Optimization exercise on an open flow, not production practice.
RTL: at most simulated, not proved equivalent.
Function not checked: runs 1 to 5.
Power: default activity.

==> flow/design.v <==
module mdu_lzc64 (
    input  logic [63:0] x,
    output logic [6:0]  cnt
);
    logic [63:0]    v0;
    logic [31:0]    v1;
    logic [31:0]    c1;
    logic [15:0]    v2;
    logic [31:0]    c2;
    logic [7:0]     v3;
    logic [23:0]    c3;
    logic [3:0]     v4;
    logic [15:0]    c4;
    logic [1:0]     v5;
    logic [9:0]     c5;
    always_comb begin
        v0 = x;
        for (int g = 0; g < 32; g++) begin
            v1[g] = v0[2*g+1] | v0[2*g];
            c1[g] = ~v0[2*g+1];
        end
        for (int g = 0; g < 16; g++) begin
            v2[g]         = v1[2*g+1] | v1[2*g];
            c2[2*g +: 2]  = v1[2*g+1] ? {1'b0, c1[2*g+1]} : {1'b1, c1[2*g]};
        end
        for (int g = 0; g < 8; g++) begin
            v3[g]         = v2[2*g+1] | v2[2*g];
            c3[3*g +: 3]  = v2[2*g+1] ? {1'b0, c2[2*(2*g+1) +: 2]} : {1'b1, c2[2*(2*g) +: 2]};
        end
        for (int g = 0; g < 4; g++) begin
            v4[g]         = v3[2*g+1] | v3[2*g];
            c4[4*g +: 4]  = v3[2*g+1] ? {1'b0, c3[3*(2*g+1) +: 3]} : {1'b1, c3[3*(2*g) +: 3]};
        end
        for (int g = 0; g < 2; g++) begin
            v5[g]         = v4[2*g+1] | v4[2*g];
            c5[5*g +: 5]  = v4[2*g+1] ? {1'b0, c4[4*(2*g+1) +: 4]} : {1'b1, c4[4*(2*g) +: 4]};
        end
        if (v5[1])      cnt = {2'b00, c5[9:5]};
        else if (v5[0]) cnt = {2'b01, c5[4:0]};
        else            cnt = 7'd64;
    end
endmodule
module mdu_neg64 (
    input  logic [63:0] x,
    input  logic        neg,
    output logic [63:0] y
);
    logic [6:0][63:0] u;
    always_comb begin
        u[0] = x;
        for (int l = 0; l < 6; l++)
            for (int i = 0; i < 64; i++)
                u[l+1][i] = ((i >> l) & 1) ? (u[l][i] | u[l][((i >> l) << l) - 1]) : u[l][i];
        y = x ^ ({u[6][62:0], 1'b0} & {64{neg}});
    end
endmodule
module mdu_add #(
    parameter int W = 66
) (
    input  logic [W-1:0] a,
    input  logic [W-1:0] b,
    input  logic         ci,
    output logic [W-1:0] s
);
    localparam int L = 7;    
    logic [L:0][W:0] g;
    logic [L:0][W:0] p;
    always_comb begin
        g[0] = {a & b, ci};
        p[0] = {a ^ b, 1'b0};
        for (int l = 0; l < L; l++)
            for (int i = 0; i <= W; i++)
                if ((i >> l) & 1) begin
                    g[l+1][i] = g[l][i] | (p[l][i] & g[l][((i >> l) << l) - 1]);
                    p[l+1][i] = p[l][i] & p[l][((i >> l) << l) - 1];
                end else begin
                    g[l+1][i] = g[l][i];
                    p[l+1][i] = p[l][i];
                end
        s = (a ^ b) ^ g[L][W-1:0];
    end
endmodule
module mdu_seq #(
    parameter int XLEN = 64
) (
    input  logic            clk,
    input  logic            rst_n,
    input  logic            req_valid,
    output logic            req_ready,
    input  logic [4:0]      req_op,
    input  logic            req_word,
    input  logic [XLEN-1:0] req_src1,
    input  logic [XLEN-1:0] req_src2,
    input  logic [4:0]      req_rd,
    input  logic            flush,
    output logic            resp_valid,
    input  logic            resp_ready,
    output logic [XLEN-1:0] resp_data,
    output logic [4:0]      resp_rd,
    output logic            busy
);
    localparam int MDU_MUL  = 0;
    localparam int MDU_DIV  = 1;
    localparam int MDU_DIVU = 2;
    localparam int MDU_REM  = 3;
    localparam int MDU_REMU = 4;
    localparam logic [1:0] IDLE = 2'd0;
    localparam logic [1:0] ALGN = 2'd1;    
    localparam logic [1:0] ITER = 2'd2;
    localparam logic [1:0] FIN  = 2'd3;    
    logic [1:0]  state_q;
    logic        r0p_q;      
    logic        resp_valid_q;
    logic        fix_q;      
    logic [65:0] r0_q;       
    logic [64:0] r1_q;       
    logic [63:0] r2_q;       
    logic        pp1_q;      
    logic        pp2_q;      
    logic        ppn_q;      
    logic [5:0]  cnt_q;      
    logic        last_q;     
    logic        first_q;    
    logic        triv_q;     
    logic        bz_q;       
    logic        swap_q;     
    logic        mul_q;
    logic        rem_q;
    logic        inv_q;
    logic        word_q;
    logic        s1_q;
    logic        s2_q;
    logic [4:0]  rd_q;
    logic        r0word_q;
    logic [4:0]  r0rd_q;
    logic        accept;
    logic        handover;
    logic        blk;        
    logic        can_end;    
    logic        st_iter;    
    logic        st_algn;    
    assign st_iter    = (state_q == ITER) | ((state_q == ALGN) & mul_q & ~swap_q);
    assign st_algn    = (state_q == ALGN) & ~(mul_q & ~swap_q);
    assign handover   = resp_valid_q & resp_ready;
    assign blk        = first_q & r0p_q & ~handover;
    assign can_end    = (~blk & ((st_algn & triv_q) | (st_iter & last_q & ~rem_q))) |
                        (state_q == FIN);
    assign req_ready  = ~flush & ((state_q == IDLE) | can_end);
    assign accept     = req_valid & req_ready;
    assign busy       = (state_q != IDLE) | r0p_q;
    assign resp_valid = resp_valid_q;
    assign resp_data  = r0word_q ? {{32{r0_q[31]}}, r0_q[31:0]} : r0_q[63:0];
    assign resp_rd    = r0rd_q;
    logic        in_sgn;
    logic        in_onehot;
    logic        in_mul;
    logic [63:0] in_ext1, in_ext2;
    logic        in_s1, in_s2;
    logic [63:0] in_m2;
    logic        in_m2_small;    
    logic        in_msb1, in_msb2;
    logic [63:0] in_z1, in_z2;
    logic [6:0]  in_c1, in_c2;
    logic [6:0]  in_lz2;
    logic [6:0]  in_lz1e;        
    logic [7:0]  in_k;
    logic        in_bz;
    logic        in_triv;
    logic        in_swap;
    always_comb begin
        in_onehot = (req_op == 5'b00001) | (req_op == 5'b00010) | (req_op == 5'b00100) |
                    (req_op == 5'b01000) | (req_op == 5'b10000);
        in_mul    = (req_op == 5'b00001);
        in_sgn    = req_op[MDU_MUL] | req_op[MDU_DIV] | req_op[MDU_REM];
        in_ext1   = req_word ? {{32{in_sgn & req_src1[31]}}, req_src1[31:0]} : req_src1;
        in_ext2   = req_word ? {{32{in_sgn & req_src2[31]}}, req_src2[31:0]} : req_src2;
        in_s1     = in_sgn & in_ext1[63];
        in_s2     = in_sgn & in_ext2[63];
        in_m2_small = (in_ext2[63:1] == 63'd0) | (in_ext2 == 64'hFFFF_FFFF_FFFF_FFFF);
        in_bz     = (in_ext2 == 64'd0);
    end
    mdu_neg64 u_neg2 (.x(in_ext2), .neg(in_s2), .y(in_m2));
    always_comb begin
        in_msb1 = req_word ? req_src1[31] : req_src1[63];
        in_msb2 = req_word ? req_src2[31] : req_src2[63];
        in_z1   = req_word ? {32'd0, req_src1[31:0] ^ {32{in_msb1}}} : req_src1 ^ {64{in_msb1}};
        in_z2   = req_word ? {32'd0, req_src2[31:0] ^ {32{in_msb2}}} : req_src2 ^ {64{in_msb2}};
    end
    mdu_lzc64 u_lz1 (.x(in_z1), .cnt(in_c1));
    mdu_lzc64 u_lz2 (.x(in_z2), .cnt(in_c2));
    always_comb begin
        in_lz1e = (in_msb1 & ~in_sgn) ? {1'b0, req_word, 5'd0} : (in_c1 - {6'd0, in_msb1});
        in_lz2  = (in_msb2 & ~in_sgn) ? {1'b0, req_word, 5'd0} : in_c2;
        in_k    = {1'b0, in_lz2} - {1'b0, in_lz1e};
        in_triv = ~in_mul & (~in_onehot | in_bz | in_k[7]);
        in_swap = in_lz1e > in_lz2;
    end
    logic [2:0]  bt_in, bt_swap, bt_it;
    logic        msgn;
    always_comb begin
        msgn    = s2_q;
        bt_in   = {in_m2[0],
                   in_m2[1] & ~in_m2[0],
                   in_m2[1] ^ in_s2};
        bt_swap = {r1_q[0],
                   r1_q[1] & ~r1_q[0],
                   r1_q[1] ^ msgn};
        bt_it   = {r2_q[2] ^ r2_q[1],
                   (r2_q[3] & ~r2_q[2] & ~r2_q[1]) | (~r2_q[3] & r2_q[2] & r2_q[1]),
                   (r2_q[3] & ~(r2_q[2] & r2_q[1])) ^ msgn};
    end
    logic [64:0] n_d;
    always_comb begin
        n_d  = {1'b0, r2_q} << cnt_q;
    end
    logic [65:0] add_a;
    logic [65:0] add_b;
    logic [65:0] sum;
    logic        qbit;
    logic        sel1, sel2, seln;
    always_comb begin
        sel1  = pp1_q & ~fix_q;
        sel2  = pp2_q & ~fix_q;
        seln  = ppn_q & ~fix_q;
        add_a = fix_q ? ~r0_q : (r0_q & {66{~first_q}});    
        add_b = ({66{sel1}} & {1'b0, r1_q}) | ({66{sel2}} & {r1_q, 1'b0});
        add_b = add_b ^ {66{seln}};
    end
    mdu_add #(.W(66)) u_add (.a(add_a), .b(add_b), .ci(seln | fix_q), .s(sum));
    assign qbit = ~sum[65];
    logic [63:0] tr_res;
    logic        tr_neg;
    logic [65:0] fin_res;
    always_comb begin
        tr_res  = inv_q ? 64'd0 : (rem_q ? r1_q[63:0] : (bz_q ? 64'hFFFF_FFFF_FFFF_FFFF : 64'd0));
        tr_neg  = 1'b0;
        fin_res = r0_q[65] ? sum : r0_q;
    end
    logic        do_triv;    
    logic        do_algn;    
    logic        it_go;      
    logic        fin_res_go;
    logic        res_new;    
    logic        res_neg;
    always_comb begin
        do_triv  = st_algn & triv_q & ~blk;
        do_algn  = st_algn & ~triv_q & (mul_q | ~blk);
        it_go    = st_iter & ~blk;
        res_new  = do_triv | (it_go & last_q & ~rem_q) | (state_q == FIN);
        res_neg  = (state_q == FIN) ? s1_q : (do_triv ? tr_neg : (~mul_q & (s1_q ^ s2_q)));
    end
    always_ff @(posedge clk or negedge rst_n) begin
        if (!rst_n) begin
            state_q      <= IDLE;
            r0p_q        <= 1'b0;
            resp_valid_q <= 1'b0;
            fix_q        <= 1'b0;
        end else begin
            if (res_new) begin
                r0p_q        <= 1'b1;
                resp_valid_q <= ~res_neg;
                fix_q        <= res_neg;
            end else if (fix_q) begin
                resp_valid_q <= 1'b1;
                fix_q        <= 1'b0;
            end else if (handover) begin
                r0p_q        <= 1'b0;
                resp_valid_q <= 1'b0;
            end
            if (accept)
                state_q <= ALGN;
            else if (res_new)
                state_q <= IDLE;
            else if (do_algn)
                state_q <= ITER;
            else if (it_go && last_q)
                state_q <= FIN;      
            if (flush) begin
                state_q      <= IDLE;
                r0p_q        <= 1'b0;
                resp_valid_q <= 1'b0;
                fix_q        <= 1'b0;
            end
        end
    end
    always_ff @(posedge clk) begin
        if (res_new) begin
            r0rd_q   <= rd_q;
            r0word_q <= word_q;
        end
        if (accept) begin
            mul_q   <= in_mul;
            rem_q   <= req_op[MDU_REM] | req_op[MDU_REMU];
            inv_q   <= ~in_onehot;
            word_q  <= req_word;
            s1_q    <= in_s1;
            s2_q    <= in_s2;
            rd_q    <= req_rd;
            r1_q    <= {1'b0, in_ext1};
            r2_q    <= in_m2;
            {pp1_q, pp2_q, ppn_q} <= in_mul ? bt_in : {2'b10, in_s1};
            first_q <= 1'b1;
            triv_q  <= in_triv;
            swap_q  <= in_swap;
            bz_q    <= in_bz;
            cnt_q   <= in_mul ? 6'd0 : (in_k[6] ? 6'd63 : in_k[5:0]);
            last_q  <= in_mul ? in_m2_small : (in_lz2 == in_lz1e);
        end else if (do_algn) begin
            r1_q    <= n_d;
            if (mul_q) begin
                r2_q   <= r1_q[63:0];
                last_q <= (r1_q[63:1] == 63'd0) | (r1_q[63:1] == 63'h7FFF_FFFF_FFFF_FFFF);
                {pp1_q, pp2_q, ppn_q} <= bt_swap;
            end else begin
                r2_q    <= 64'd0;
                first_q <= 1'b0;
                ppn_q   <= 1'b1;
            end
        end else if (it_go) begin
            first_q <= 1'b0;
            if (mul_q) begin
                r1_q    <= {r1_q[62:0], 2'b00};
                r2_q    <= {{2{r2_q[63]}}, r2_q[63:2]};
                last_q  <= (r2_q[63:3] == 61'd0) | (r2_q[63:3] == 61'h1FFF_FFFF_FFFF_FFFF);
                {pp1_q, pp2_q, ppn_q} <= bt_it;
            end else begin
                if (!last_q) r1_q <= {1'b0, r1_q[64:1]};
                r2_q    <= {r2_q[62:0], qbit};
                ppn_q   <= qbit;
                cnt_q   <= cnt_q - 6'd1;
                last_q  <= (cnt_q == 6'd1);
            end
        end
    end
    always_ff @(posedge clk) begin
        if (do_triv)
            r0_q <= {2'b00, tr_res};
        else if (do_algn && !mul_q)
            r0_q <= {2'b00, sum[63:0]};      
        else if (it_go)
            r0_q <= (!mul_q && last_q && !rem_q) ? {2'b00, r2_q[62:0], qbit} : sum;
        else if (state_q == FIN)
            r0_q <= fin_res;
        else if (fix_q)
            r0_q <= {2'b00, sum[63:0]};
    end
endmodule
==> flow/run.sh <==
#!/bin/bash
# synth_recipe.tcl (not shown) runs the flow's synth.tcl, then flattens the netlist and writes it again
# the make line also repeats each setting of config.mk as NAME=value (left out here)
make -C /OpenROAD-flow-scripts/flow DESIGN_CONFIG=/design/flow/config.mk WORK_HOME=/design/flow/orfs CLKGATE_MAP_FILE= SYNTH_SCRIPT=/design/flow/synth_recipe.tcl finish
==> flow/config.mk <==
export PLATFORM = sky130hd
export DESIGN_NAME = mdu_seq
export DESIGN_NICKNAME = mdu_seq
export VERILOG_FILES = /design/flow/design.v
export SDC_FILE = /design/flow/constraint.sdc
export NUM_CORES = 4
export LEC_CHECK = 0
export CAP_MARGIN = 20
export CORE_MARGIN = 2
export CORE_UTILIZATION = 40
export SETUP_SLACK_MARGIN = 1.5
export SLEW_MARGIN = 20
==> flow/constraint.sdc <==
create_clock -name core_clock -period 6.0 [get_ports {clk}]
set_input_delay 1.2000 -clock core_clock [delete_from_list [all_inputs] [get_ports {clk}]]
set_output_delay 1.2000 -clock core_clock [all_outputs]
set_load 0.01 [all_outputs]
==> out/results.tsv, run 1 <==
stage	metric	value	unit
pwr	leakagePower	12.49	nW
run	maxCapViolCount	0	
route	wl_per_cell	27.47	um
die	die-area	71440	um^2
die	initial_core_util	40.43	%
route	drt_first_pass_iters	6	
sta	finalSetupViolations	0	
sta	fin_crit	4.814	ns
route	drt-initial-drc-count	3841	
place	place_area	30980	um^2
grt	grt_util_met3	7.834	%
place	hpwl	92.37	mm
cts	clock_sink_count	231	
logic_synthesis	synth_cell_types	94	
grt	overflow	0	
sta	rsz0062_at_grt	true	
cts	cts_tree	built	
place	port_buffers	215	
logic_synthesis	ys_warn_count	4	
cts	cts_hold_buf	0	
route	via_count	29360	
cts	cts.reportedPaths.clkPinSlew	0.06	ns
grt	grt_pass1_vias	27300	
logic_synthesis	async_flop_share	2.165	%
die	io_pins	216	
grt	met1_usage	45.32	%
cts	insertion_delay	0.60	ns
sta	final_hold_viol_count	0	
logic_synthesis	synth_xor_area_share	5.686	%
logic_synthesis	ys_ff_latch	231	
logic_synthesis	synth-edff-count	222	
logic_synthesis	postSynthNetCount	3744	
sta	fmax	0.2077	GHz
sta	timing.final.crit_share	80.23	%
grt	globalRouteTotalUtil	33.78	%
die	die_w	267.3	um
grt	grt_util_met2	50.80	%
logic_synthesis	synth-compound-area-share	27.03	%
logic_synthesis	synth_fa_ha_area_share	4.007	%
route	vias_per_cell	6.477	
sta	worstMarginPinSlew	1.187	ns
logic_synthesis	syn_area_per_cell	7.886	um^2
cts	root_buffer	clkbuf_16	
critical_path	crit_path_max_fanout	6	
critical_path	critical_path_arrival	5.14	ns
cells_and_area	fill_cells	6720	
die	num_rows	96	
logic_synthesis	synthMuxAreaShare	12.37	%
logic_synthesis	netlist_area	27730	um^2
grt	grt.busiest_layer	met2	
die	die_height	267.3	um
min_path	hold_path.class	flop to flop	
critical_path	cp_data_required_time	6.33	ns
logic_synthesis	ys.flop_type	edfxtp_1	
critical_path	crit_path_end_kind	flop	
sta	slew_violations	0	
critical_path	critical_path_class	input port to flop	
grt	grt_first_pass_wirelength	181.9	mm
cells_and_area	nNetsFinal	3806	
cells_and_area	post-route-util	48.16	%
sta	clock_skew	0.01943	ns
cts	clockBufferDepth	3	
grt	grt_antenna_before_repair	6	
outcome	status	timing/DRC/antenna clean	
pwr	powerDensity	360.5	nW/um^2
grt	grt_max_degree	149	
logic_synthesis	synth_top_family_by_area	compound AO/OA/AOI/OAI gates	
cts	htree_levels	1	
cts	cts_buffers	27	
logic_synthesis	synth_cells	3516	
route	drcViolationCount	0	
route	wirelength	124.5	mm
pwr	power	11.91	mW
logic_synthesis	synthSimpleGateAreaFrac	18.16	%
sta	slew_headroom	20.15	%
pwr	ir_drop	0.0002383	V
critical_path	cp-start-kind	input port	
cells_and_area	fin_area	33030	um^2
die	core_region_area	68590	um^2
cells_and_area	drive_gt1_share	16.81	%
place	gp_congestion	1.068	
logic_synthesis	ys_seq_area_share	24.78	%
cells_and_area	area_delta_synth_final	19.13	%
route	ant_nets	0	
## metrics by stage
step / setup WS [ns] / cells / hold WS, ns / setup TNS [ns]
floorplan: 0.7044 / 3516 / 0.4003 / 0
global placement: 0.006121 / 4419 / 0.4017 / 0
detailed placement: -0.02844 / 4419 / 0.4052 / -0.02844
CTS: 1.240 / 4510 / 0.4186 / 0
global route: 0.9683 / 4530 / 0.4382 / 0
finish: 1.186 / 4533 / 0.4190 / 0
## cells by family after synthesis
family	Yosys count
compound gates	1164
simple gates	1057
buf+inv	540
mux	260
flops	231
xor+xnor	180
fa+ha+maj	84
## critical path, stage by stage
cell	delay, ns
dlygate4sd2_1	0.24
or4_4	0.53
a21oi_4	0.18
o21ai_2	0.11
nor2_2	0.16
nand2_2	0.10
nor3_4	0.23
o21ai_2	0.08
a311o_1	0.32
ha_4	0.25
a21oi_2	0.10
ha_2	0.18
inv_2	0.04
fa_2	0.36
a21o_1	0.18
a21oi_2	0.15
o21bai_1	0.09
a21oi_2	0.20
xnor2_2	0.13
nand2b_1	0.16
nand3_1	0.07
o21ai_1	0.10
## flip-flops by register name, summed over array words and instances (netlist names), 2 cells and up
register and cells:
r0rd_q 5, r0_q 66, r2_q 64, state_q 2, r1_q 65, rd_q 5
cnt_q 6
## final cells by class
type	instances	area [um^2]	share of cell area, %
inverters	106	402.9	1.220
well taps	931	1165	3.527
clock buffers	40	775.7	2.348
diodes	3	7.507	0.02273
flip-flops and latches	231	6877	20.82
repair buffers	464	4249	12.86
multi-input cells	2748	19430	58.81
clock inverters	10	127.6	0.3864
## final timing paths
kind,start,to,slack [ns],cells past startpoint
setup / recovery,req_src1[29],cnt_q[0],1.19,22
hold / removal,rd_q[1],r0rd_q[1],0.42,0
setup reg to reg,fix_q,ppn_q,1.59,14
hold reg to reg,rd_q[1],r0rd_q[1],0.42,0
max in group asynchronous,rst_n,fix_q,4.96,1
min in group asynchronous,rst_n,resp_valid_q,0.82,1
## power by group
part           internal, mW  leakage (nW)  switching, mW  total (mW)
Sequential             2.46          2.19          0.715        3.18
Clock                 0.988         0.438          0.758        1.75
Combinational          3.03          9.85           3.96        6.99
Total                  6.48          12.5           5.43        11.9
## Yosys cell counts (33+ instances only)
master | instances | area share, %
a21oi_1 | 325 | 5.9
nor4_1 | 55 | 1.2
nand4_1 | 65 | 1.5
a22oi_1 | 111 | 3.0
mux2_2 | 89 | 3.6
mux4_2 | 57 | 4.6
nor2_1 | 268 | 3.6
o221ai_1 | 61 | 1.9
inv_1 | 99 | 1.3
mux2i_1 | 113 | 4.1
nand2_1 | 343 | 4.6
ha_1 | 76 | 3.4
a21o_1 | 35 | 0.95
clkbuf_1 | 314 | 4.3
xor2_1 | 103 | 3.3
xnor2_1 | 77 | 2.4
o21ai_0 | 281 | 5.1
nor3_1 | 83 | 1.5
buf_1 | 59 | 0.80
edfxtp_1 | 222 | 24
buf_4 | 34 | 0.92
a31oi_1 | 33 | 0.74
o22ai_1 | 51 | 1.2
nand3_1 | 73 | 1.3
a22o_1 | 54 | 1.7
## timing repair
action,in CTS,in global routing
cloned,4,0
setup buffers,37,20
endpoints found under the setup margin,47,43
resized for setup,159,63
pin swaps,44,30
## metal layers
metal  share of wire [%]  routed length (um)
met2                  43               53260
met3                  12               14910
met5               0.065                  81
met4                 5.9                7309
met1                  39               48940
## placed cells by master, fill, tap and decap left out, drive strengths merged, types with 89 or more instances in the layout
cell type      instances
xor2                 103
edfxtp               222
a22oi                111
inv                  103
a21oi                326
clkdlybuf4s50        156
nand2                343
mux2i                114
buf                  252
nor2                 270
o21ai                286
mux2                  89
==> inputs of run 2 (changes only) <==
--- a/flow/config.mk
+++ b/flow/config.mk
@@ -8,5 +8,5 @@
 export CAP_MARGIN = 20
 export CORE_MARGIN = 2
-export CORE_UTILIZATION = 40
+export CORE_UTILIZATION = 50
 export SETUP_SLACK_MARGIN = 1.5
 export SLEW_MARGIN = 20
==> out/results.tsv, run 2 <==
stage	metric	value	unit	change
outcome	status	timing/DRC/antenna clean		
min_path	hold_path.class	flop to flop		
pwr	leakagePower	12.55	nW	+0.54%
cts	root_buffer	clkbuf_16		
route	vias_per_cell	7.028		+8.5%
logic_synthesis	ys_ff_latch	231		unchanged
die	die_w	239.5	um	-10%
die	io_pins	216		unchanged
logic_synthesis	synth_top_area_share	24.04	%	unchanged
logic_synthesis	synthTopCellsByCount	nand2_1 (343), a21oi_1 (325), clkbuf_1 (314)		
route	drt-initial-drc-count	4378		+14%
route	drt_first_pass_iters	9		+3
grt	grt_first_pass_wirelength	181.9	mm	about the same
cts	cts_buffers	27		unchanged
grt	grt_max_degree	97		-35%
cts	cts.reportedPaths.clkPinSlew	0.06	ns	about the same
critical_path	critical_path_arrival	5.19	ns	+0.05 ns
pwr	ir_drop	0.0002554	V	+7.2%
cells_and_area	area_delta_synth_final	19.14	%	about the same
grt	grt_antenna_before_repair	2		-4
place	port_buffers	215		unchanged
logic_synthesis	ys_warn_count	4		unchanged
route	via_count	30580		+4.2%
cells_and_area	final_common_cell	nand2_1		
cts	clockBufferDepth	3		unchanged
logic_synthesis	netlist_area	27730	um^2	unchanged
sta	rsz0062_at_grt	true		
cts	insertion_delay	0.60	ns	about the same
run	maxCapViolCount	0		unchanged
logic_synthesis	synth-edff-count	222		unchanged
cells_and_area	drive_gt1_share	17.41	%	+0.60 points
logic_synthesis	async_flop_share	2.165	%	unchanged
logic_synthesis	synth.area.top_cells	edfxtp_1 (24%), a21oi_1 (5.9%), o21ai_0 (5.1%), nand2_1 (4.6%), mux4_2 (4.6%)		
critical_path	cp-start-kind	input port		
critical_path	crit_path_max_fanout	6		unchanged
logic_synthesis	postSynthNetCount	3744		unchanged
place	place_inst	4220		-4.5%
logic_synthesis	yosysMostFrequentCell	nand2_1		
cells_and_area	mostFrequentLayoutCells	nand2_1 (338), a21oi_1 (309), o21ai_0 (265)		
logic_synthesis	ys.flop_type	edfxtp_1		
sta	worstMarginPinSlew	1.224	ns	+0.03761 ns
place	gp_congestion	1.029		-3.7%
logic_synthesis	ys_seq_area_share	24.78	%	unchanged
grt	grt_pass1_vias	27770		+1.7%
route	drcViolationCount	0		unchanged
grt	overflow	0		unchanged
cts	clock_sink_count	231		unchanged
critical_path	critical_path_class	input port to flop		
sta	clock_skew	0.01672	ns	-0.002710 ns
critical_path	cp_slowest_cell	or3b_4		
logic_synthesis	synth_cell_types	94		unchanged
sta	final_hold_viol_count	0		unchanged
logic_synthesis	synth_cells	3516		unchanged
die	initial_core_util	50.43	%	+10 points
critical_path	cp_data_required_time	6.32	ns	about the same
die	core_region_area	54990	um^2	-20%
cts	cts_tree	built		
cells_and_area	nNetsFinal	3810		+0.11%
critical_path	crit_path_end_kind	flop		
die	die_height	239.5	um	-10%
cts	htree_levels	1		unchanged
sta	fmax	0.2052	GHz	-1.2%
logic_synthesis	synth_top_area_cell	edfxtp_1		
sta	slew_headroom	17.62	%	-2.5 points
route	wl_per_cell	29.00	um	+5.6%
sta	timing.final.crit_share	81.21	%	+0.98 points
die	num_rows	86		-10%
sta	finalSetupViolations	0		unchanged
pwr	powerDensity	370.4	nW/um^2	+2.7%
critical_path	crit_path_max_incr_delay	0.41	ns	-0.12 ns
route	ant_nets	0		unchanged
cells_and_area	finalNonFillerCells	4351		-4.0%
grt	globalRouteTotalUtil	42.37	%	+8.6 points
route	wirelength	126.2	mm	+1.3%
die	die-area	57360	um^2	-20%
sta	fin_crit	4.873	ns	+0.05868 ns
sta	slew_violations	0		unchanged
cells_and_area	top_regs	r0_q (66), r1_q (65), r2_q (64)		
place	hpwl	91.98	mm	-0.42%
sta	setup-tns-final	0	ns	unchanged
cells_and_area	largest_reg_flops	66		unchanged
critical_path	path_cells	buf_8, mux2i_4, buf_12, buf_12, mux2i_4, nand4b_1, or3b_4, nand2_2, nor3_2, o21ai_1, a311o_1, ha_4, ha_4, nand2b_4, fa_2, a21o_1, a21oi_2, o21bai_1, a21oi_2, xnor2_2, nand2b_1, nand3_1, o21ai_1		
logic_synthesis	syn_area_per_cell	7.886	um^2	unchanged
cells_and_area	largest-register	r0_q		
==> run 2: cell types whose count changed in the layout (fill, tap and decap cells not counted), sizes merged, moves of 2 or more <==
cell	change
buf	+3
bufinv	+2
clkbuf	-9
clkdlybuf4s15	+5
clkdlybuf4s50	-8
clkinv	+4
clkinvlp	+2
diode	-2
dlygate4sd2	+4
nor2b	-2
==> run 2: stage by stage <==
stage	hold slack, ns	power [mW]	instance area (um^2)	setup WS [ns]	util (%)
global route	0.4281	12.76	33030	0.9873	60.08
floorplan	0.4003	7.480	27830	0.7044	-
CTS	0.4184	11.69	32370	1.236	58.88
global placement	0.4053	9.518	30590	0.02537	55.63
finish	0.4188	12.24	33030	1.127	60.08
detailed placement	0.4045	9.673	30590	-0.04344	55.63
==> run 2: per-layer routing <==
layer	wire length (um)	part of all wire (%)	global-route usage, %
met2	53210	42	63.17
met1	47530	38	55.64
met4	8579	6.8	21.93
met3	16840	13	12.29
met5	13	0.010	0
==> run 2: worst paths after layout <==
check                               from    endpoint  slack, ns  cells past startpoint
min in group asynchronous          rst_n  state_q[0]       0.82                      1
max in group asynchronous          rst_n       fix_q       4.96                      1
worst min-delay path             rd_q[0]   r0rd_q[0]       0.42                      0
worst min register to register   rd_q[0]   r0rd_q[0]       0.42                      0
worst max register to register     fix_q    r0_q[37]       1.56                     17
worst max-delay path            req_word    cnt_q[0]       1.13                     23
==> run 2: timing repair <==
item | CTS | global route
setup buffers | 41 | 36
endpoints found under the setup margin | 85 | 37
resized for setup | 191 | 78
cloned | 3 | 1
hold buffers | 0 | 0
pin swaps | 57 | 50
==> run 2: report_power, final <==
| group | leakage, nW | total (mW) | switching [mW] | internal (mW) |
|---|---|---|---|---|
| Combinational | 9.92 | 7.24 | 4.09 | 3.15 |
| Sequential | 2.19 | 3.20 | 0.741 | 2.46 |
| Clock | 0.437 | 1.79 | 0.787 | 1.01 |
| Total | 12.6 | 12.2 | 5.62 | 6.62 |
==> run 2: worst max-delay path: cells and delay by family <==
kind	cells	cell delay, ns
muxes	2	0.47
AOI/OAI and AO/OA	7	1.16
adders and majority gates	3	0.73
buffers and inverters	3	0.39
and+or+nand+nor	7	1.08
xor gates and xnor gates	1	0.14
==> run 2: final cells by class <==
class                           instances  area (um^2)
Fill cell                            4936        21950
Multi-Input combinational cell       2747        19570
Sequential cell                       231         6877
Timing Repair Buffer                  469         4317
Tap cell                              748        935.9
Clock buffer                           30        686.9
Inverter                              106        411.6
Clock inverter                         19        231.5
Antenna cell                            1        2.502
==> run 2: logic make-up after synthesis <==
group	Yosys count	share of synthesized area [%]
multiplexers	260	12.37
AND/OR/NAND/NOR	1057	18.16
flip-flops	231	24.78
XOR/XNOR	180	5.686
adder cells (fa/ha/maj)	84	4.007
AO/OA/AOI/OAI	1164	27.03
buffers and inverters	540	7.960
==> inputs of run 3 (changes only) <==
--- a/flow/design.v
+++ b/flow/design.v
@@ -231,9 +231,7 @@
     logic [63:0] tr_res;
     logic        tr_neg;
-    logic [65:0] fin_res;
     always_comb begin
         tr_res  = inv_q ? 64'd0 : (rem_q ? r1_q[63:0] : (bz_q ? 64'hFFFF_FFFF_FFFF_FFFF : 64'd0));
         tr_neg  = 1'b0;
-        fin_res = r0_q[65] ? sum : r0_q;
     end
     logic        do_triv;    
@@ -333,15 +331,17 @@
         end
     end
+    logic        r0_en, r0_sum, r0_quo, r0_mask;
+    logic [65:0] r0_oth;
+    always_comb begin
+        r0_en   = do_triv | (do_algn & ~mul_q) | it_go | (state_q == FIN) | fix_q;
+        r0_quo  = st_iter & ~mul_q & last_q & ~rem_q;
+        r0_mask = (st_algn & ~triv_q & ~mul_q) | fix_q;      
+        r0_sum  = r0_mask | (st_iter & ~r0_quo) | ((state_q == FIN) & r0_q[65]);
+        r0_oth  = (st_algn & triv_q) ? {2'b00, tr_res} :
+                  (r0_quo ? {2'b00, r2_q[62:0], qbit} : r0_q);
+    end
     always_ff @(posedge clk) begin
-        if (do_triv)
-            r0_q <= {2'b00, tr_res};
-        else if (do_algn && !mul_q)
-            r0_q <= {2'b00, sum[63:0]};      
-        else if (it_go)
-            r0_q <= (!mul_q && last_q && !rem_q) ? {2'b00, r2_q[62:0], qbit} : sum;
-        else if (state_q == FIN)
-            r0_q <= fin_res;
-        else if (fix_q)
-            r0_q <= {2'b00, sum[63:0]};
+        if (r0_en)
+            r0_q <= r0_sum ? {sum[65:64] & {2{~r0_mask}}, sum[63:0]} : r0_oth;
     end
 endmodule
--- a/flow/config.mk
+++ b/flow/config.mk
@@ -8,5 +8,5 @@
 export CAP_MARGIN = 20
 export CORE_MARGIN = 2
-export CORE_UTILIZATION = 50
-export SETUP_SLACK_MARGIN = 1.5
+export CORE_UTILIZATION = 40
+export SETUP_SLACK_MARGIN = 1.2
 export SLEW_MARGIN = 20
==> out/results.tsv, run 3 <==
stage	metric	value	unit	change
logic_synthesis	syn_area_per_cell	8.081	um^2	+2.5%
run	maxCapViolCount	0		unchanged
grt	grt_first_pass_wirelength	189.2	mm	+4.0%
place	hpwl	95.48	mm	+3.8%
outcome	status	timing/DRC/antenna clean		
route	wirelength	130.3	mm	+3.3%
grt	grt_max_degree	80		-18%
grt	globalRouteTotalUtil	33.80	%	-8.6 points
die	die_height	271.2	um	+13%
sta	clock_skew	0.01594	ns	-0.0007775 ns
logic_synthesis	ys_warn_count	4		unchanged
route	drcViolationCount	0		unchanged
grt	grt_pass1_vias	27760		-0.011%
pwr	powerDensity	302.8	nW/um^2	-18%
cells_and_area	fill_cells	6948		+41%
sta	timing.final.crit_share	79.44	%	-1.8 points
route	drt_first_pass_iters	6		-3
route	drt-initial-drc-count	4628		+5.7%
logic_synthesis	synth_cells	3534		+0.51%
sta	setup-tns-final	0	ns	unchanged
logic_synthesis	synth.area.top_cells	edfxtp_1 (24%), a21oi_1 (5.6%), mux2_2 (5.1%), mux4_2 (4.9%), mux2i_1 (4.7%)		
logic_synthesis	postSynthNetCount	3762		+0.48%
logic_synthesis	netlist_area	28560	um^2	+3.0%
logic_synthesis	synth_fa_ha_area_share	3.890	%	-0.12 points
place	gp_congestion	1.045		+1.5%
logic_synthesis	async_flop_share	2.165	%	unchanged
cts	cts.reportedPaths.clkPinSlew	0.06	ns	about the same
cells_and_area	antennaDiodeCount	0		-1
cells_and_area	nNetsFinal	3775		-0.92%
grt	overflow	0		unchanged
sta	slew_violations	0		unchanged
cts	htree_levels	1		unchanged
route	wl_per_cell	28.93	um	-0.24%
route	vias_per_cell	6.760		-3.8%
cts	cts_tree	built		
logic_synthesis	synth_xor_area_share	5.121	%	-0.56 points
logic_synthesis	synth-edff-count	224		+0.90%
logic_synthesis	ys_seq_area_share	24.13	%	-0.65 points
pwr	ir_drop	0.0002370	V	-7.2%
logic_synthesis	yosysMostFrequentCell	a21oi_1		
logic_synthesis	synthSimpleGateAreaFrac	17.91	%	-0.24 points
sta	layout_setup_ws	1.234	ns	+0.1065 ns
sta	rsz0062_at_grt	true		
cts	cts_buffers	29		+7.4%
grt	grt_antenna_before_repair	3		+1
sta	final_hold_viol_count	0		unchanged
cts	root_buffer	clkbuf_16		
critical_path	critical_path_arrival	5.10	ns	-0.09 ns
sta	worstMarginPinSlew	1.085	ns	-0.1398 ns
die	die-area	73550	um^2	+28%
die	num_rows	97		+13%
place	dpl_worst_slack	-0.09410	ns	-0.05066 ns
cells_and_area	final_common_cell	a21oi_1		
logic_synthesis	synth_top_area_cell	edfxtp_1		
die	initial_core_util	40.57	%	-9.9 points
cells_and_area	area_delta_synth_final	17.70	%	
cells_and_area	largest_reg_flops	66		unchanged
cells_and_area	largest-register	r0_q		
logic_synthesis	synth_top_family_by_area	compound AO/OA/AOI/OAI gates		
route	via_count	30460		-0.39%
cells_and_area	drive_gt1_share	16.57	%	-0.83 points
cts	clock_sink_count	231		unchanged
place	port_buffers	215		unchanged
logic_synthesis	synthTopCellsByCount	a21oi_1 (320), clkbuf_1 (309), nand2_1 (256)		
critical_path	cp_data_required_time	6.33	ns	about the same
die	io_pins	216		unchanged
cts	insertion_delay	0.62	ns	+0.02 ns
sta	hold_slack	0.4165	ns	-0.002307 ns
critical_path	crit_path_max_fanout	4		-2
cts	clockBufferDepth	3		unchanged
sta	fin_crit	4.766	ns	-0.1065 ns
die	core_region_area	70390	um^2	+28%
die	die_w	271.2	um	+13%
logic_synthesis	synth-compound-area-share	26.55	%	-0.48 points
pwr	power	10.18	mW	-17%
cts	cts_hold_buf	0		unchanged
logic_synthesis	ys.flop_type	edfxtp_1		
critical_path	critical_path_class	input port to flop		
critical_path	crit_path_end_kind	flop		
min_path	hold_path.class	flop to flop		
logic_synthesis	synthMuxAreaShare	14.72	%	+2.3 points
route	ant_nets	0		unchanged
critical_path	cp-start-kind	input port		
sta	finalSetupViolations	0		unchanged
sta	fmax	0.2098	GHz	+2.2%
cells_and_area	top_regs	r0_q (66), r1_q (65), r2_q (64)		
min_path	worst_hold_startpoint	word_q		
logic_synthesis	ys_ff_latch	231		unchanged
sta	slew_headroom	27.62	%	+10 points
critical_path	crit_path_start	req_src1[28]		
cells_and_area	mostFrequentLayoutCells	a21oi_1 (311), nand2_1 (251), edfxtp_1 (224)		
critical_path	r2r_start	fix_q		
pwr	leakagePower	12.66	nW	+0.83%
logic_synthesis	synth_top_area_share	23.55	%	-0.49 points
logic_synthesis	synth_cell_types	99		+5.3%
## run 3: cell count changes after synthesis, sizes merged, moves of 32 or more
cell and delta:
a22o -32, mux2 +40, nor2 -69, nand2 -87, nor3 +85, o21ai -37
## run 3: worst max-delay path: stages
cell           delay (ns)
dlygate4sd2_1        0.25
or4_4                0.47
mux2i_4              0.18
o21ai_2              0.09
a211o_1              0.29
o311ai_4             0.31
o311ai_2             0.17
ha_2                 0.23
and2_4               0.13
a22o_1               0.21
buf_4                0.14
a31o_1               0.20
a32o_2               0.28
ha_4                 0.24
nand4_1              0.09
nor3_1               0.06
o21ai_2              0.36
o221ai_2             0.18
## run 3: cell type report
type                            instances  area [um^2]  area share, %
Timing Repair Buffer                  417         3950          11.75
Multi-Input combinational cell       2759        20260          60.27
Clock buffer                           32        737.0          2.192
Sequential cell                       231         6895          20.51
Clock inverter                         18        181.4         0.5397
Tap cell                              940         1176          3.499
Inverter                              109        414.1          1.232
## run 3: cell families (layout without fill, tap and decap cells)
logic type,after synthesis,count (layout)
muxes,325,325
and+or+nand+nor,1027,1029
adders and majority gates,84,84
DFF,231,231
AOI/OAI and AO/OA,1154,1154
buffers and inverters,546,576
xor gates and xnor gates,167,167
## run 3: through the flow
step / utilization [%] / cell area [um^2] / instances
after CTS: 46.75 / 32910 / 4482
after global placement: 44.83 / 31560 / 4407
final: 47.75 / 33610 / 4506
after detailed placement: 44.83 / 31560 / 4407
after floorplan: - / 28680 / 3534
after global routing: 47.75 / 33610 / 4506
## run 3: path summary, 6_finish.rpt
kind	end	slack (ns)	depth (start not counted)
min in group asynchronous	resp_valid_q	0.82	1
worst max-delay path	last_q	1.23	18
worst min register to register	r0word_q	0.42	0
worst min-delay path	r0word_q	0.42	0
max in group asynchronous	fix_q	4.96	1
worst max register to register	r0_q[64]	1.38	15
## run 3: power by group
part,internal (mW),total [mW],switching (mW)
combinational,2.28,5.59,3.31
sequential,2.15,2.78,0.635
clock,1.01,1.80,0.796
## run 3: repair_timing
action	CTS	global route
buffers inserted	23	23
gates resized for setup	94	142
pin swaps	30	54
cloned	2	1
setup endpoints to repair	11	16
## run 3: routing by layer
layer  track usage [%]  share of wire (%)  vias to the layer above  wire, um
met4             16.93                6.2                        2      8018
met5                 0             0.0092                        -        12
met3             7.333                 12                      403     15980
met1             46.74                 40                    14510     52030
li1                  -                  -                    13500         -
met2             49.60                 42                     2044     54300
==> inputs of run 4 (changes only) <==
--- a/flow/design.v
+++ b/flow/design.v
@@ -119,5 +119,5 @@
     logic        pp2_q;      
     logic        ppn_q;      
-    logic [5:0]  cnt_q;      
+    logic [6:0]  cnt_q;      
     logic        last_q;     
     logic        first_q;    
@@ -210,7 +210,9 @@
                    (r2_q[3] & ~(r2_q[2] & r2_q[1])) ^ msgn};
     end
+    logic [5:0]  n_kc;
     logic [64:0] n_d;
     always_comb begin
-        n_d  = {1'b0, r2_q} << cnt_q;
+        n_kc = mul_q ? 6'd0 : (cnt_q[6] ? 6'd63 : cnt_q[5:0]);
+        n_d  = {1'b0, r2_q} << n_kc;
     end
     logic [65:0] add_a;
@@ -302,8 +304,9 @@
             swap_q  <= in_swap;
             bz_q    <= in_bz;
-            cnt_q   <= in_mul ? 6'd0 : (in_k[6] ? 6'd63 : in_k[5:0]);
+            cnt_q   <= in_k[6:0];
             last_q  <= in_mul ? in_m2_small : (in_lz2 == in_lz1e);
         end else if (do_algn) begin
             r1_q    <= n_d;
+            cnt_q   <= {1'b0, n_kc};
             if (mul_q) begin
                 r2_q   <= r1_q[63:0];
@@ -326,6 +329,6 @@
                 r2_q    <= {r2_q[62:0], qbit};
                 ppn_q   <= qbit;
-                cnt_q   <= cnt_q - 6'd1;
-                last_q  <= (cnt_q == 6'd1);
+                cnt_q   <= cnt_q - 7'd1;
+                last_q  <= (cnt_q == 7'd1);
             end
         end
--- a/flow/config.mk
+++ b/flow/config.mk
@@ -9,4 +9,4 @@
 export CORE_MARGIN = 2
 export CORE_UTILIZATION = 40
-export SETUP_SLACK_MARGIN = 1.2
+export SETUP_SLACK_MARGIN = 1.5
 export SLEW_MARGIN = 20
==> out/results.tsv, run 4 <==
stage	metric	value	unit	change
die	io_pins	216		unchanged
cells_and_area	antennaDiodeCount	0		unchanged
cts	cts_tree	built		
critical_path	r2r-end	r0_q[63]		
route	drt-initial-drc-count	4138		-11%
pwr	powerDensity	481.9	nW/um^2	+59%
logic_synthesis	netlist_area	28160	um^2	-1.4%
logic_synthesis	synthSimpleGateAreaFrac	19.70	%	+1.8 points
grt	grt_antenna_before_repair	3		unchanged
route	wirelength	126.7	mm	-2.8%
pwr	power	16.09	mW	+58%
critical_path	critical_path_arrival	5.07	ns	-0.03 ns
sta	slew_violations	0		unchanged
run	maxCapViolCount	0		unchanged
critical_path	crit_path_end_kind	flop		
sta	final_hold_viol_count	0		unchanged
sta	rsz0062_at_grt	true		
logic_synthesis	synth_xor_area_share	5.817	%	+0.70 points
route	wl_per_cell	27.38	um	-5.4%
logic_synthesis	synth_fa_ha_area_share	3.946	%	+0.056 points
sta	hold_slack	0.4205	ns	+0.004058 ns
critical_path	r2r_start	fix_q		
logic_synthesis	synth_cells	3613		+2.2%
cells_and_area	mostFrequentLayoutCells	a21oi_1 (382), nand2_1 (287), mux2i_1 (249)		
pwr	swShare	50.89	%	+4.3 points
place	gp_congestion	1.072		+2.6%
sta	timing.final.crit_share	77.21	%	-2.2 points
logic_synthesis	synth_top_family_by_area	compound AO/OA/AOI/OAI gates		
sta	setup-tns-final	0	ns	unchanged
critical_path	cp-endpoint	triv_q		
logic_synthesis	postSynthNetCount	3841		+2.1%
logic_synthesis	async_flop_share	2.155	%	-0.0093 points
pwr	intPower	7.904	mW	+45%
die	num_rows	97		unchanged
route	wl_met2	51.24	mm	-5.6%
die	die_height	269.3	um	-0.70%
cts	htree_levels	1		unchanged
die	die-area	72530	um^2	-1.4%
place	hpwl	93.73	mm	-1.8%
logic_synthesis	ys_seq_area_share	24.58	%	+0.45 points
cts	cts_buffers	27		-6.9%
critical_path	crit_path_start	req_word		
place	place_area	31210	um^2	-1.1%
sta	fin_crit	4.633	ns	-0.1333 ns
critical_path	r2r_setup_slack	1.65	ns	+0.27 ns
grt	grt_max_degree	141		+76%
sta	worstMarginPinSlew	1.102	ns	+0.01791 ns
logic_synthesis	synth.area.top_cells	edfxtp_1 (24%), mux2i_1 (8.9%), a21oi_1 (7.1%), o21ai_0 (4.1%), nand2_1 (3.9%)		
grt	grt_first_pass_wirelength	185.4	mm	-2.0%
logic_synthesis	synth_top_area_cell	edfxtp_1		
cells_and_area	final_common_cell	a21oi_1		
cells_and_area	drive_gt1_share	14.18	%	-2.4 points
critical_path	reg2reg_depth	19		+4
cts	insertion_delay	0.58	ns	-0.04 ns
die	core_region_area	69910	um^2	-0.69%
route	ant_nets	0		unchanged
pwr	clkPwrFrac	10.9	%	-6.8 points
logic_synthesis	synth-edff-count	225		+0.45%
critical_path	cp_data_required_time	6.44	ns	+0.11 ns
logic_synthesis	synthMuxAreaShare	12.32	%	-2.4 points
cells_and_area	fill_cells	7007		+0.85%
place	port_buffers	215		unchanged
sta	finalSetupViolations	0		unchanged
cells_and_area	fin_area	33400	um^2	-0.64%
sta	fmax	0.2159	GHz	+2.9%
logic_synthesis	yosysMostFrequentCell	a21oi_1		
logic_synthesis	synth_cell_types	100		+1.0%
logic_synthesis	syn_area_per_cell	7.793	um^2	-3.6%
pwr	ir_drop	0.0002473	V	+4.3%
cells_and_area	area_delta_synth_final	18.62	%	
cts	root_buffer	clkbuf_16		
place	place_inst	4509		+2.3%
pwr	leakagePower	12.84	nW	+1.5%
die	initial_core_util	40.28	%	-0.30 points
logic_synthesis	synth-compound-area-share	26.14	%	-0.41 points
cells_and_area	largest-register	r0_q		
pwr	p_seq_share	23.3	%	-4.0 points
grt	overflow	0		unchanged
cts	clockBufferDepth	3		unchanged
outcome	status	timing/DRC/antenna clean		
die	die_w	269.3	um	-0.70%
route	via_count	30260		-0.67%
logic_synthesis	ys_warn_count	4		unchanged
cells_and_area	nNetsFinal	3897		+3.2%
route	vias_per_cell	6.537		-3.3%
logic_synthesis	ys.flop_type	edfxtp_1		
grt	grt_pass1_vias	27760		-0.0036%
min_path	hold_path.class	flop to flop		
logic_synthesis	ys_ff_latch	232		+0.43%
critical_path	critical_path_class	input port to flop		
cells_and_area	largest_reg_flops	66		unchanged
route	drcViolationCount	0		unchanged
route	drt_first_pass_iters	6		unchanged
cells_and_area	final-seq-area	6925	um^2	+0.44%
critical_path	crit_path_max_fanout	3		-1
cells_and_area	multiInputGateArea	19930	um^2	-1.6%
route	wl_met3	16.11	mm	+0.81%
cts	cts.reportedPaths.clkPinSlew	0.06	ns	about the same
pwr	p_comb_share	65.8	%	+11 points
route	m1WireLength	50.26	mm	-3.4%
sta	clock_skew	0.01818	ns	+0.002237 ns
cells_and_area	top_regs	r0_q (66), r1_q (65), r2_q (64)		
cts	clock_sink_count	232		+0.43%
cts	cts_hold_buf	0		unchanged
logic_synthesis	synthTopCellsByCount	a21oi_1 (397), nand2_1 (292), clkbuf_1 (267)		
sta	slew_headroom	26.50	%	-1.1 points
route	routed.top_layer	met5		
grt	globalRouteTotalUtil	33.27	%	-0.53 points
pwr	netSwitchingPower	8.190	mW	+73%
critical_path	cp-start-kind	input port		
cells_and_area	finalNonFillerCells	4629		+2.7%
logic_synthesis	synth_top_area_share	24.00	%	+0.44 points
-- run 4: cell families (layout without fill, tap and decap cells) --
family	count (synthesis)	in the layout
simple gates	1108	1108
fa+ha+maj	84	84
mux	331	331
xor+xnor	187	187
flops	232	232
buf+inv	505	581
compound gates	1166	1166
-- run 4: power by group through the flow --
| stage | Combinational, mW | Sequential (mW) | Clock (mW) |
|---|---|---|---|
| after floorplan | 7.17 | 2.93 | 0 |
| after global placement | 9.75 | 3.66 | 0 |
| after detailed placement | 9.78 | 3.67 | 0 |
| after CTS | 10.1 | 3.64 | 1.77 |
| after global routing | 11.4 | 3.73 | 1.83 |
| final | 10.6 | 3.76 | 1.75 |
-- run 4: worst min-delay path by stage --
| stage | startpoint | to | slack, ns | cells past startpoint |
|---|---|---|---|---|
| global route | rd_q[3] | r0rd_q[3] | 0.43 | 0 |
| detailed placement | rd_q[0] | r0rd_q[0] | 0.41 | 0 |
| finish | rd_q[3] | r0rd_q[3] | 0.42 | 0 |
| floorplan | rd_q[0] | r0rd_q[0] | 0.40 | 0 |
| CTS | rd_q[0] | r0rd_q[0] | 0.42 | 0 |
| global placement | rd_q[4] | r0rd_q[4] | 0.40 | 0 |
-- run 4: layout make-up --
cell class / count / area share [%]
Clock buffer: 36 / 2.184
Clock inverter: 13 / 0.5057
Inverter: 90 / 1.030
Multi-Input combinational cell: 2876 / 59.66
Sequential cell: 232 / 20.74
Tap cell: 940 / 3.521
Timing Repair Buffer: 441 / 12.34
Timing Repair inverter: 1 / 0.02248
-- run 4: routing by layer --
| layer | GRT usage [%] | up-vias |
|---|---|---|
| li1 | - | 13690 |
| met1 | 44.33 | 14370 |
| met2 | 47.29 | 1805 |
| met3 | 9.662 | 381 |
| met4 | 19.99 | 6 |
| met5 | 0.6579 | - |
-- run 4: critical path, cell delays in order --
cell	delay, ns
buf_12	0.10
mux2i_4	0.37
clkinvlp_4	0.17
buf_6	0.14
nor4b_4	0.22
o22ai_2	0.15
nor2_2	0.17
nand2_1	0.09
or3_4	0.36
a21oi_4	0.17
a21oi_2	0.05
ha_2	0.20
ha_4	0.26
nand2b_4	0.13
ha_4	0.21
nor2b_4	0.12
o21ai_1	0.10
nand2b_1	0.10
a21oi_2	0.16
o21bai_2	0.09
a21o_1	0.20
a21oi_2	0.16
nor3_2	0.06
nor2_1	0.08
-- run 4: repair_timing --
| action | CTS | global route |
|---|---|---|
| gates resized for setup | 158 | 61 |
| endpoints found under the setup margin | 28 | 19 |
| gates cloned | 2 | 3 |
| setup buffers | 56 | 10 |
| pin swaps | 45 | 32 |
-- run 4: per-stage QoR --
step	utilization (%)	setup WS [ns]
after global routing	47.78	1.148
after detailed placement	44.64	0.05115
final	47.78	1.367
after floorplan	-	1.069
after global placement	44.64	0.1022
after CTS	47.17	1.433
==> inputs of run 5 (changes only) <==
--- a/flow/config.mk
+++ b/flow/config.mk
@@ -9,4 +9,4 @@
 export CORE_MARGIN = 2
 export CORE_UTILIZATION = 40
-export SETUP_SLACK_MARGIN = 1.5
+export SETUP_SLACK_MARGIN = 2.0
 export SLEW_MARGIN = 20
==> out/results.tsv, run 5 <==
stage	metric	value	unit	change
outcome	status	timing/DRC/antenna clean		
pwr	power	16.75	mW	+4.1%
grt	grt_util_met2	47.71	%	+0.43 points
grt	globalRouteTotalUtil	32.66	%	-0.61 points
cts	insertion_delay	0.61	ns	+0.03 ns
sta	rsz0062_at_grt	true		
route	wl_per_cell	26.97	um	-1.5%
logic_synthesis	yosysMostFrequentCell	a21oi_1		
cts	cts_hold_buf	0		unchanged
sta	fmax	0.2156	GHz	-0.11%
logic_synthesis	ys_warn_count	4		unchanged
die	io_pins	216		unchanged
route	ant_nets	0		unchanged
logic_synthesis	async_flop_share	2.155	%	unchanged
min_path	worst_hold_startpoint	rd_q[3]		
route	vias_per_cell	6.526		-0.16%
cts	cts_tree	built		
cells_and_area	largest-register	r0_q		
critical_path	path_delay_family	simple AND/OR/NAND/NOR gates		
die	initial_core_util	40.28	%	unchanged
logic_synthesis	synth_xor_area_share	5.817	%	unchanged
critical_path	reg2reg_depth	19		unchanged
logic_synthesis	synth_cells	3613		unchanged
critical_path	critical_path_class	input port to flop		
logic_synthesis	ys_ff_latch	232		unchanged
sta	timing.final.crit_share	77.30	%	+0.082 points
critical_path	crit_path_end_kind	flop		
min_path	hold_path.class	flop to flop		
logic_synthesis	synthMuxAreaShare	12.32	%	unchanged
run	maxCapViolCount	0		unchanged
sta	setup-tns-final	0	ns	unchanged
pwr	ir_drop	0.0002512	V	+1.6%
place	hpwl	91.57	mm	-2.3%
cts	cts_buffers	28		+3.7%
logic_synthesis	ys.flop_type	edfxtp_1		
grt	grt_antenna_before_repair	1		-2
critical_path	cp_data_required_time	6.34	ns	-0.10 ns
cts	cts.reportedPaths.clkPinSlew	0.06	ns	about the same
critical_path	critical_path_arrival	4.98	ns	-0.09 ns
cells_and_area	largest_reg_flops	66		unchanged
logic_synthesis	synth-edff-count	225		unchanged
logic_synthesis	postSynthNetCount	3841		unchanged
critical_path	cp-start-kind	input port		
critical_path	cp.buffers_inverters	6		+3
pwr	leakagePower	13.12	nW	+2.1%
route	drcViolationCount	0		unchanged
cells_and_area	nNetsFinal	3932		+0.90%
route	via_count	30460		+0.68%
logic_synthesis	ys_seq_area_share	24.58	%	unchanged
sta	final_hold_viol_count	0		unchanged
logic_synthesis	synth_top_area_cell	edfxtp_1		
critical_path	r2r_start	fix_q		
sta	fin_crit	4.638	ns	+0.004950 ns
die	die_height	269.3	um	unchanged
critical_path	cp_slowest_cell	or4_4		
cells_and_area	drive_gt1_share	17.18	%	+3.0 points
critical_path	r2r-end	r0_q[57]		
sta	worstMarginPinSlew	1.113	ns	+0.01026 ns
critical_path	crit_path_max_incr_delay	0.44	ns	+0.07 ns
route	drt_first_pass_iters	9		+3
grt	grt_util_met3	7.463	%	-2.2 points
place	gp_congestion	1.052		-1.8%
min_path	whs_path_depth	0		unchanged
cts	clockBufferDepth	3		unchanged
die	num_rows	97		unchanged
die	die-area	72530	um^2	unchanged
logic_synthesis	synth.area.top_cells	edfxtp_1 (24%), mux2i_1 (8.9%), a21oi_1 (7.1%), o21ai_0 (4.1%), nand2_1 (3.9%)		
place	port_buffers	215		unchanged
sta	clock_skew	0.02226	ns	+0.004084 ns
logic_synthesis	synthSimpleGateAreaFrac	19.70	%	unchanged
cells_and_area	top_regs	r0_q (66), r1_q (65), r2_q (64)		
cts	clock_sink_count	232		unchanged
min_path	hold_end	r0rd_q[3]		
die	die_w	269.3	um	unchanged
grt	grt_first_pass_wirelength	183.1	mm	-1.2%
logic_synthesis	netlist_area	28160	um^2	unchanged
logic_synthesis	synthTopCellsByCount	a21oi_1 (397), nand2_1 (292), clkbuf_1 (267)		
route	wirelength	125.9	mm	-0.67%
critical_path	r2r_setup_slack	1.56	ns	-0.09 ns
cts	htree_levels	1		unchanged
logic_synthesis	syn_area_per_cell	7.793	um^2	unchanged
grt	grt.busiest_layer	met2		
grt	grt_pass1_vias	27830		+0.25%
logic_synthesis	synth_top_area_share	24.00	%	unchanged
grt	overflow	0		unchanged
critical_path	crit_path_max_fanout	8		+5
grt	grt_max_degree	141		unchanged
cells_and_area	final_common_cell	a21oi_1		
cells_and_area	area_delta_synth_final	21.41	%	
route	drt-initial-drc-count	4104		-0.82%
logic_synthesis	synth_cell_types	100		unchanged
logic_synthesis	synth_fa_ha_area_share	3.946	%	unchanged
sta	slew_headroom	25.82	%	-0.68 points
grt	met1_usage	44.62	%	+0.28 points
pwr	powerDensity	490.1	nW/um^2	+1.7%
logic_synthesis	synth_top_family_by_area	compound AO/OA/AOI/OAI gates		
cts	root_buffer	clkbuf_16		
logic_synthesis	synth-compound-area-share	26.14	%	unchanged
die	core_region_area	69910	um^2	unchanged
cells_and_area	mostFrequentLayoutCells	a21oi_1 (367), nand2_1 (282), mux2i_1 (248)		
sta	finalSetupViolations	0		unchanged
sta	slew_violations	0		unchanged
==> run 5: cell counts after synthesis <==
Identical to the previous run, type by type.
==> run 5: metrics by stage <==
stage	std cells	cell area [um^2]	worst slack, ns	hold slack (ns)	util [%]
floorplan	3613	28320	1.082	0.4003	-
global placement	4499	31100	0.2400	0.4008	44.49
detailed placement	4499	31100	0.2165	0.4066	44.49
CTS	4626	33260	1.494	0.4251	47.57
global route	4666	34180	1.163	0.4303	48.89
finish	4668	34180	1.362	0.4226	48.90
==> run 5: timing repair <==
action,in CTS,in global routing
buffers inserted,72,39
gates cloned,3,1
endpoints found under the setup margin,94,83
pin swaps,92,106
resized for setup,259,128
==> run 5: final cells by class <==
| cell class | instances | area (um^2) |
|---|---|---|
| Fill cell | 6867 | 35720 |
| Multi-Input combinational cell | 2880 | 20480 |
| Sequential cell | 232 | 6927 |
| Timing Repair Buffer | 472 | 4322 |
| Tap cell | 940 | 1176 |
| Clock buffer | 37 | 785.8 |
| Inverter | 90 | 346.6 |
| Clock inverter | 15 | 137.6 |
| Antenna cell | 2 | 5.005 |
==> run 5: layer usage <==
layer | wire length (um) | up-vias
met3 | 14750 | 377
li1 | - | 13780
met5 | 15 | -
met1 | 50990 | 14390
met4 | 7884 | 2
met2 | 52240 | 1919
==> run 5: kinds of logic after synthesis <==
family / Yosys count
AO/OA/AOI/OAI: 1166
AND/OR/NAND/NOR: 1108
buffers and inverters: 505
multiplexers: 331
flip-flops: 232
XOR/XNOR: 187
adder cells (fa/ha/maj): 84
==> run 5: worst max path at each step <==
stage	start	cells past startpoint	slack (ns)	to
after floorplan	req_src1[63]	26	1.08	triv_q
after global placement	req_src1[63]	22	0.24	triv_q
after detailed placement	req_src1[63]	24	0.22	triv_q
after CTS	req_word	25	1.49	triv_q
after global routing	req_word	26	1.16	triv_q
final	req_word	26	1.36	triv_q
==> run 5: worst register-to-register path, stage by stage, from the launching register on <==
cell       delay, ns
dfrtp_4         0.49
buf_12          0.16
nand2b_4        0.26
buf_4           0.30
xor2_1          0.21
ha_1            0.37
a21oi_1         0.18
nand2_1         0.09
a221oi_2        0.45
nor2_4          0.12
o211ai_1        0.21
buf_4           0.18
a21oi_4         0.09
buf_6           0.13
buf_6           0.11
nor3_4          0.20
buf_6           0.14
o21bai_4        0.09
a2111oi_4       0.35
a221oi_2        0.06
==> run 5: where the power goes <==
part           switching (mW)  internal [mW]  total [mW]
clock network           0.773           1.00        1.78
registers                1.16           2.64        3.79
logic                    6.61           4.57        11.2
total                    8.54           8.21        16.8
==> inputs of run 6 (changes only) <==
--- a/flow/design.v
+++ b/flow/design.v
@@ -160,5 +160,5 @@
     logic        in_m2_small;    
     logic        in_msb1, in_msb2;
-    logic [63:0] in_z1, in_z2;
+    logic [63:0] in_e1, in_z1, in_z2;
     logic [6:0]  in_c1, in_c2;
     logic [6:0]  in_lz2;
@@ -184,5 +184,6 @@
         in_msb1 = req_word ? req_src1[31] : req_src1[63];
         in_msb2 = req_word ? req_src2[31] : req_src2[63];
-        in_z1   = req_word ? {32'd0, req_src1[31:0] ^ {32{in_msb1}}} : req_src1 ^ {64{in_msb1}};
+        in_e1   = req_word ? {{32{req_src1[31]}}, req_src1[31:0]} : req_src1;
+        in_z1   = in_msb1 ? {~in_e1[62:0], 1'b1} : in_e1;
         in_z2   = req_word ? {32'd0, req_src2[31:0] ^ {32{in_msb2}}} : req_src2 ^ {64{in_msb2}};
     end
@@ -190,5 +191,5 @@
     mdu_lzc64 u_lz2 (.x(in_z2), .cnt(in_c2));
     always_comb begin
-        in_lz1e = (in_msb1 & ~in_sgn) ? {1'b0, req_word, 5'd0} : (in_c1 - {6'd0, in_msb1});
+        in_lz1e = (in_msb1 & ~in_sgn) ? {1'b0, req_word, 5'd0} : in_c1;
         in_lz2  = (in_msb2 & ~in_sgn) ? {1'b0, req_word, 5'd0} : in_c2;
         in_k    = {1'b0, in_lz2} - {1'b0, in_lz1e};
@@ -305,8 +306,9 @@
             bz_q    <= in_bz;
             cnt_q   <= in_k[6:0];
-            last_q  <= in_mul ? in_m2_small : (in_lz2 == in_lz1e);
+            last_q  <= in_m2_small;      
         end else if (do_algn) begin
             r1_q    <= n_d;
             cnt_q   <= {1'b0, n_kc};
+            if (!mul_q) last_q <= (n_kc == 6'd0);
             if (mul_q) begin
                 r2_q   <= r1_q[63:0];
--- a/flow/config.mk
+++ b/flow/config.mk
@@ -9,4 +9,4 @@
 export CORE_MARGIN = 2
 export CORE_UTILIZATION = 40
-export SETUP_SLACK_MARGIN = 2.0
+export SETUP_SLACK_MARGIN = 1.8
 export SLEW_MARGIN = 20
==> out/results.tsv, run 6 <==
stage	metric	value	unit	change
cts	cts_buffers	30		+7.1%
pwr	intPower	8.560	mW	+4.2%
cts	insertion_delay	0.63	ns	+0.02 ns
critical_path	crit_path_max_incr_delay	0.64	ns	+0.20 ns
pwr	leakagePower	13.19	nW	+0.56%
logic_synthesis	synth_top_area_share	24.37	%	+0.37 points
cells_and_area	final_common_cell	a21oi_1		
logic_synthesis	synth-edff-count	225		unchanged
cts	root_buffer	clkbuf_16		
route	drt_first_pass_iters	6		-3
route	drcViolationCount	0		unchanged
critical_path	path_cells	clkdlybuf4s50_1, nor2_1, o2bb2ai_4, a211o_1, a21oi_2, o21ai_1, a31oi_2, a2111oi_4, nor4_2, buf_4, ha_4, fa_2, inv_2, a21o_1, a21oi_2, o21bai_1, a21o_1, xnor2_1, o21ai_1		
logic_synthesis	synth_cells	3504		-3.0%
logic_synthesis	async_flop_share	2.155	%	unchanged
grt	overflow	0		unchanged
die	die_w	267.3	um	-0.75%
pwr	clkPwrFrac	10.5	%	about the same
route	wl_per_cell	28.66	um	+6.3%
cells_and_area	nNetsFinal	3821		-2.8%
critical_path	crit_path_max_fanout	4		-4
route	wirelength	130.4	mm	+3.6%
cells_and_area	mostFrequentLayoutCells	a21oi_1 (374), mux2i_1 (276), nand2_1 (261)		
cts	htree_levels	1		unchanged
critical_path	cp_slowest_cell	clkdlybuf4s50_1		
critical_path	critical_path_arrival	4.85	ns	-0.13 ns
route	via_count	30020		-1.5%
logic_synthesis	syn_area_per_cell	7.913	um^2	+1.5%
pwr	powerDensity	511.3	nW/um^2	+4.3%
logic_synthesis	ys_warn_count	4		unchanged
grt	grt_antenna_before_repair	3		+2
sta	finalSetupViolations	0		unchanged
cells_and_area	top_regs	r0_q (66), r1_q (65), r2_q (64)		
logic_synthesis	synth.area.top_cells	edfxtp_1 (24%), mux2i_1 (10%), a21oi_1 (7.1%), o21ai_0 (4.3%), nand2_1 (3.6%)		
die	die-area	71440	um^2	-1.5%
cells_and_area	drive_gt1_share	15.74	%	-1.4 points
logic_synthesis	postSynthNetCount	3730		-2.9%
grt	grt_util_met2	50.98	%	+3.3 points
place	dpl_worst_slack	0.1269	ns	-0.08955 ns
die	num_rows	96		-1.0%
grt	grt_pass1_vias	26810		-3.7%
logic_synthesis	synth_top_area_cell	edfxtp_1		
die	initial_core_util	40.43	%	+0.15 points
die	core_region_area	68590	um^2	-1.9%
sta	clock_skew	0.02932	ns	+0.007054 ns
cells_and_area	largest-register	r0_q		
die	die_height	267.3	um	-0.75%
pwr	ir_drop	0.0002888	V	+15%
logic_synthesis	yosysMostFrequentCell	a21oi_1		
logic_synthesis	ys_ff_latch	232		unchanged
pwr	p_comb_share	66.8	%	about the same
grt	grt_util_met3	8.496	%	+1.0 points
cts	clock_sink_count	232		unchanged
critical_path	critical_path_class	input port to flop		
critical_path	cp.buffers_inverters	3		-3
route	vias_per_cell	6.599		+1.1%
outcome	status	timing/DRC/antenna clean		
sta	slew_headroom	27.80	%	+2.0 points
cells_and_area	fill_cells	6682		-2.7%
critical_path	path_delay_family	compound AO/OA/AOI/OAI gates		
logic_synthesis	ys.flop_type	edfxtp_1		
critical_path	cp-start-kind	input port		
cells_and_area	area_delta_synth_final	21.88	%	
logic_synthesis	synth_cell_types	94		-6.0%
grt	globalRouteTotalUtil	34.86	%	+2.2 points
pwr	netSwitchingPower	8.719	mW	+2.1%
sta	layout_setup_ws	1.497	ns	+0.1342 ns
logic_synthesis	netlist_area	27730	um^2	-1.5%
pwr	swShare	50.46	%	-0.51 points
die	io_pins	216		unchanged
grt	grt_first_pass_wirelength	186.3	mm	+1.7%
grt	grt.busiest_layer	met2		
logic_synthesis	synthTopCellsByCount	a21oi_1 (393), mux2i_1 (278), nand2_1 (266)		
cts	clockBufferDepth	3		unchanged
critical_path	crit_path_end_kind	flop		
sta	setup-tns-final	0	ns	unchanged
pwr	power	17.28	mW	+3.1%
sta	worstMarginPinSlew	1.083	ns	-0.02973 ns
cts	cts.reportedPaths.clkPinSlew	0.06	ns	about the same
cts	cts_hold_buf	0		unchanged
place	port_buffers	215		unchanged
pwr	p_seq_share	22.7	%	about the same
sta	final_hold_viol_count	0		unchanged
place	gp_congestion	1.049		-0.28%
run	maxCapViolCount	0		unchanged
sta	slew_violations	0		unchanged
sta	timing.final.crit_share	75.06	%	-2.2 points
sta	rsz0062_at_grt	true		
logic_synthesis	ys_seq_area_share	24.96	%	+0.38 points
cells_and_area	largest_reg_flops	66		unchanged
route	drt-initial-drc-count	4372		+6.5%
min_path	hold_path.class	flop to flop		
cts	cts_tree	built		
sta	hold_slack	0.4138	ns	-0.008797 ns
route	ant_nets	0		unchanged
place	hpwl	94.74	mm	+3.5%
critical_path	cp_data_required_time	6.35	ns	about the same
sta	fmax	0.2221	GHz	+3.0%
grt	met1_usage	47.66	%	+3.0 points
sta	fin_crit	4.503	ns	-0.1342 ns
grt	grt_max_degree	77		-45%
-- run 6: changes by cell type in the layout (fill, tap and decap cells not counted), moves of 15 or more --
cell / before / now
nand3_1: 71 / 53
buf_4: 208 / 193
a211oi_1: 86 / 54
mux2i_1: 248 / 276
and3_1: 39 / 17
nand4_1: 78 / 61
o21ai_0: 201 / 225
dlymetal6s2s_1: 8 / 38
o21ai_1: 30 / 15
dlygate4sd2_1: 62 / 31
buf_6: 35 / 14
nand2_1: 282 / 261
or3_1: 31 / 10
-- run 6: worst paths after layout --
check                      depth (start not counted)           end         from  slack (ns)
min in group asynchronous                          1  resp_valid_q        rst_n        0.82
hold reg to reg                                    0     r0rd_q[4]      rd_q[4]        0.41
max in group asynchronous                          1         fix_q        rst_n        4.95
setup reg to reg                                  14       r2_q[0]        fix_q        1.72
setup / recovery                                  19      cnt_q[6]  req_src1[6]        1.50
hold / removal                                     0     r0rd_q[4]      rd_q[4]        0.41
-- run 6: logic make-up (layout without fill, tap and decap cells) --
group | count (synthesis) | in the layout | share of synthesized area, %
AOI/OAI and AO/OA | 1191 | 1191 | 27.51
other | 0 | 2 | 0
and+or+nand+nor | 961 | 964 | 16.92
DFF | 232 | 232 | 24.96
adders and majority gates | 82 | 82 | 3.917
xor gates and xnor gates | 180 | 180 | 5.686
muxes | 360 | 361 | 13.57
buffers and inverters | 498 | 606 | 7.436
-- run 6: per-layer routing --
layer	wire length, um	vias to the layer above
met5	10	-
met4	8036	2
met3	15840	340
met2	54470	1895
met1	52040	14330
li1	-	13460
-- run 6: layout make-up --
cell class                 count  area, um^2  share of cell area, %
tap                          931        1165                  3.447
multi-input combinational   2778       19930                  58.96
antenna                        2       5.005                0.01481
inverter                     102       387.9                  1.148
clock buffer                  42       845.8                  2.503
clock inverter                11       98.84                 0.2925
sequential                   232        6925                  20.49
timing repair buffer         451        4442                  13.14
-- run 6: power groups by stage --
stage / clock [mW] / combinational (mW) / sequential [mW]
after floorplan: 0 / 7.43 / 3.11
after CTS: 1.82 / 10.7 / 3.82
after global placement: 0 / 10.2 / 3.83
after detailed placement: 0 / 10.2 / 3.84
final: 1.82 / 11.5 / 3.93
after global routing: 1.87 / 12.4 / 3.92
-- run 6: what timing repair did --
item | 4_1_cts | 5_1_grt
gates resized for setup | 149 | 145
pin swaps | 63 | 74
endpoints found under the hold margin | 0 | 0
buffers inserted | 49 | 54
setup endpoints to repair | 67 | 41
gates cloned | 7 | 5
-- run 6: stage by stage --
stage	instance area, um^2	util, %	std cells
6_report	33790	49.27	4549
5_1_grt	33790	49.27	4547
4_1_cts	32680	47.65	4487
3_5_place_dp	30700	44.76	4378
3_3_place_gp	30700	44.76	4378
2_1_floorplan	27940	-	3504
Testbench counts of run 6, summed over its fixed seeds: cycles 13,719.
